This design comes from an exercise in tuning for small area, a short achievable clock period and few clock cycles per item on the open sky130 flow, not from production work.
Where RTL was checked, it was by simulation tests only, not by an equivalence proof against the original.
Power is estimated from default activity; no workload was simulated.

north:
// huffTreeTop
module huffTreeTop
(
    input  logic          Clk_in,
    input  logic          n_Rst,
    input  logic          Req,
    output logic          Ack,
    input  logic [89:0]   LeafWeights,
    output logic [119:0]  TreeTable,
    output logic [4:0]    RootRight,
    output logic [4:0]    RootLeft
);
==> module huffTreeTop, before the edit <==
module huffTreeTop
(
    input  logic          Clk_in,
    input  logic          n_Rst,
    input  logic          Req,
    output logic          Ack,
    input  logic [89:0]   LeafWeights,
    output logic [119:0]  TreeTable,
    output logic [4:0]    RootRight,
    output logic [4:0]    RootLeft
);
    logic       busy;
    logic [3:0] step;               
    logic [7:0] lw [10];            
    logic [9:0] open;               
    logic [7:0] q [5];              
    logic [2:0] qn;                 
    logic [2:0] qb;                 
    logic [9:0] res [8];
    logic [4:0] rootR;
    logic [4:0] rootL;
    function automatic logic le8(input logic [7:0] a, input logic [7:0] b);
        logic c;
        logic lt;
        logic eq;
        c = 1'b1;
        for (int k = 0; k < 4; k++)
        begin
            c = (~a[k] & b[k]) | (~a[k] & c) | (b[k] & c);
        end
        lt = 1'b0;
        eq = 1'b1;
        for (int k = 7; k >= 4; k--)
        begin
            lt = lt | (eq & ~a[k] & b[k]);
            eq = eq & ~(a[k] ^ b[k]);
        end
        le8 = lt | (eq & c);
    endfunction
    logic [99:0] befN;
    logic [99:0] bef;
    always_comb
    begin
        for (int i = 0; i < 10; i++)
        begin
            for (int j = 0; j < 10; j++)
            begin
                if (i == j)
                begin
                    befN[10*i+j] = 1'b1;
                end
                else if (i < j)
                begin
                    befN[10*i+j] = le8(LeafWeights[9*i +: 8], LeafWeights[9*j +: 8]);
                end
                else
                begin
                    befN[10*i+j] = ~le8(LeafWeights[9*j +: 8], LeafWeights[9*i +: 8]);
                end
            end
        end
    end
    logic [44:0] befR;
    always_comb
    begin
        int n;
        n = 0;
        for (int i = 0; i < 10; i++)
        begin
            for (int j = 0; j < 10; j++)
            begin
                if (i == j)
                begin
                    bef[10*i+j] = 1'b1;
                end
                else if (i < j)
                begin
                    bef[10*i+j] = befR[n];
                    n = n + 1;
                end
            end
        end
        for (int i = 0; i < 10; i++)
        begin
            for (int j = 0; j < i; j++)
            begin
                bef[10*i+j] = ~bef[10*j+i];
            end
        end
    end
    function automatic logic [9:0] headOf(input logic [9:0] r, input logic [99:0] bm);
        logic [9:0] h;
        for (int i = 0; i < 10; i++)
        begin
            h[i] = r[i] & (&(~r | bm[10*i +: 10]));
        end
        headOf = h;
    endfunction
    logic [9:0] h0;
    logic [9:0] h1;
    logic [9:0] open1;
    assign h0    = headOf(open, bef);
    assign open1 = open & ~h0;
    assign h1    = headOf(open1, bef);
    logic [7:0] L0;
    logic [7:0] L1;
    logic [3:0] I0;
    logic [3:0] I1;
    always_comb
    begin
        L0 = '0;
        L1 = '0;
        I0 = '0;
        I1 = '0;
        for (int i = 0; i < 10; i++)
        begin
            L0 = L0 | ({8{h0[i]}} & lw[i]);
            L1 = L1 | ({8{h1[i]}} & lw[i]);
            I0 = I0 | ({4{h0[i]}} & 4'(i));
            I1 = I1 | ({4{h1[i]}} & 4'(i));
        end
    end
    logic hL0;
    logic hL1;
    logic hP0;
    logic hP1;
    logic [7:0] P0;
    logic [7:0] P1;
    assign hL0 = |open;
    assign hL1 = |open1;
    assign hP0 = (qn != 3'd0);
    assign hP1 = (qn > 3'd1);
    assign P0  = q[0];
    assign P1  = q[1];
    logic fL;                       
    logic sL;                       
    assign fL = hL0 & (~hP0 | le8(L0, P0));
    assign sL = fL ? (hL1 & (~hP0 | le8(L1, P0))) : (hL0 & (~hP1 | le8(L0, P1)));
    logic [7:0] sum;
    always_comb
    begin
        if (fL & sL)
        begin
            sum = L0 + L1;
        end
        else if (~fL & ~sL)
        begin
            sum = P0 + P1;
        end
        else
        begin
            sum = L0 + P0;
        end
    end
    logic [4:0] firstIdx;
    logic [4:0] secondIdx;
    assign firstIdx  = fL ? {1'b0, I0} : (5'd10 + 5'(qb));
    assign secondIdx = (fL & sL) ? {1'b0, I1} :
                       (~fL & ~sL) ? (5'd11 + 5'(qb)) :
                       fL ? (5'd10 + 5'(qb)) : {1'b0, I0};
    logic [9:0] used;
    assign used = ((fL | sL) ? h0 : 10'd0) | ((fL & sL) ? h1 : 10'd0);
    logic [1:0] pop;
    assign pop = 2'(!fL) + 2'(!sL);
    logic start;
    assign start = Req & ~busy & ~Ack;
    always_ff @(posedge Clk_in or negedge n_Rst)
    begin
        if (!n_Rst)
        begin
            busy <= 1'b0;
            Ack  <= 1'b0;
        end
        else
        begin
            if (start)
            begin
                busy <= 1'b1;
            end
            else if (busy && step == 4'd8)
            begin
                busy <= 1'b0;
                Ack  <= 1'b1;
            end
            else if (Ack && !Req)
            begin
                Ack <= 1'b0;
            end
        end
    end
    always_ff @(posedge Clk_in)
    begin
        if (!busy)
        begin
            for (int i = 0; i < 10; i++)
            begin
                lw[i] <= LeafWeights[9*i +: 8];
            end
            begin
                int n;
                n = 0;
                for (int i = 0; i < 10; i++)
                begin
                    for (int j = i + 1; j < 10; j++)
                    begin
                        befR[n] <= befN[10*i+j];
                        n = n + 1;
                    end
                end
            end
            open <= '1;
            qn   <= '0;
            qb   <= '0;
            step <= '0;
        end
        else
        begin
            open <= open & ~used;
            for (int m = 0; m < 5; m++)
            begin
                if (3'(m) == qn - 3'(pop))
                begin
                    q[m] <= sum;
                end
                else if (pop == 2'd1)
                begin
                    q[m] <= (m + 1 < 5) ? q[(m + 1) % 5] : 8'd0;
                end
                else if (pop == 2'd2)
                begin
                    q[m] <= (m + 2 < 5) ? q[(m + 2) % 5] : 8'd0;
                end
            end
            qn   <= qn - 3'(pop) + 3'd1;
            qb   <= qb + 3'(pop);
            step <= step + 4'd1;
            for (int k = 0; k < 8; k++)
            begin
                if (step == 4'(k))
                begin
                    res[k] <= {secondIdx, firstIdx};
                end
            end
            if (step == 4'd8)
            begin
                rootR <= firstIdx;
                rootL <= secondIdx;
            end
        end
    end
    always_comb
    begin
        for (int k = 0; k < 8; k++)
        begin
            TreeTable[15*k +: 15] = {5'(10 + k), res[k]};
        end
    end
    assign RootRight = rootR;
    assign RootLeft  = rootL;
endmodule
export LEC_CHECK = 0
export ABC_CLOCK_PERIOD_IN_PS = 8000
export CAP_MARGIN = 20
export CORE_MARGIN = 2
export CORE_UTILIZATION = 40
export CTS_BUF_LIST = sky130_fd_sc_hd__clkbuf_4 sky130_fd_sc_hd__clkbuf_8
export PLACE_DENSITY = 0.45
export SLEW_MARGIN = 20
create_clock -name core_clock -period 35.0 [get_ports {Clk_in}]
standard.sh (not shown) runs the stock make flow with config.mk's settings and CLKGATE_MAP_FILE= SYNTH_SCRIPT=/design/flow/synth_recipe.tcl, a recipe that flattens the netlist after the stock synthesis.
==> flow/flow/run.sh <==
#!/bin/bash
set -euo pipefail
bash standard.sh SETUP_SLACK_MARGIN=27 finish > standard_flow.log 2>&1
Testbench counts of north, summed over its fixed seeds: cycles 26,392, trees 2,400.
Input changes introduced in south (baseline for comparison: north):
--- a/flow/design.v
+++ b/flow/design.v
@@ -137,22 +137,12 @@
     logic sL;                       
     assign fL = hL0 & (~hP0 | le8(L0, P0));
     assign sL = fL ? (hL1 & (~hP0 | le8(L1, P0))) : (hL0 & (~hP1 | le8(L0, P1)));
+    logic [7:0] firstW;
+    logic [7:0] secondW;
     logic [7:0] sum;
-    always_comb
-    begin
-        if (fL & sL)
-        begin
-            sum = L0 + L1;
-        end
-        else if (~fL & ~sL)
-        begin
-            sum = P0 + P1;
-        end
-        else
-        begin
-            sum = L0 + P0;
-        end
-    end
+    assign firstW  = fL ? L0 : P0;
+    assign secondW = (fL & sL) ? L1 : (~fL & ~sL) ? P1 : fL ? P0 : L0;
+    assign sum     = firstW + secondW;
     logic [4:0] firstIdx;
     logic [4:0] secondIdx;
     assign firstIdx  = fL ? {1'b0, I0} : (5'd10 + 5'(qb));
Results
south and north ended up with nearly the same via count.
Diff north -> south | standard cell core area | down by a few percent
Taking north as the reference, in south total power saw an increase, synthesized cell count shrank by about 0.8%, highest ir drop seen on vdd moved down, post-cts sizing count climbed 49, clock network contribution to total cell area picked up an extra 0.21 points.
Looking at width of the chip, south sits 2.2 um lower than north does.
south vs. north: switching power increased 0.025 mW; setup slack at placement increased 0.13 ns; number of cells on the critical path increased 2; area taken by multi-input logic gates decreased 2.2%.
Function not checked in south: the RTL went through the layout flow alone.

[port drivers added, routing unchanged]
How much do the figures lean on ideal ports? The routed layouts below were timed once more, with nothing changed but the port constraints. Step 1 (the two cells are an assumption about what drives the block):
set clk [get_ports {Clk_in}]
set_driving_cell -lib_cell sky130_fd_sc_hd__clkbuf_16 $clk
set_driving_cell -lib_cell sky130_fd_sc_hd__buf_2 [delete_from_list [all_inputs] $clk]
Step 2 times the ports against the registers' clock, not the clock port: input delays grow and output delays shrink by t, the midpoint of the rising clock arrivals with the driver on. Slacks: ideal ports / drivers / drivers and shift; pairs: ideal ports / drivers.
run	t, ns	setup slack, ns	worst setup path after step 2
north	0.653	26.366 / 26.320 / 25.667	input to register
south	0.674	26.376 / 26.386 / 25.712	input to register
After both steps setup and hold are still met in every run listed. For north, which loses most, drivers alone change the setup slack by -0.046 ns; drivers and shift together by -0.699 ns.
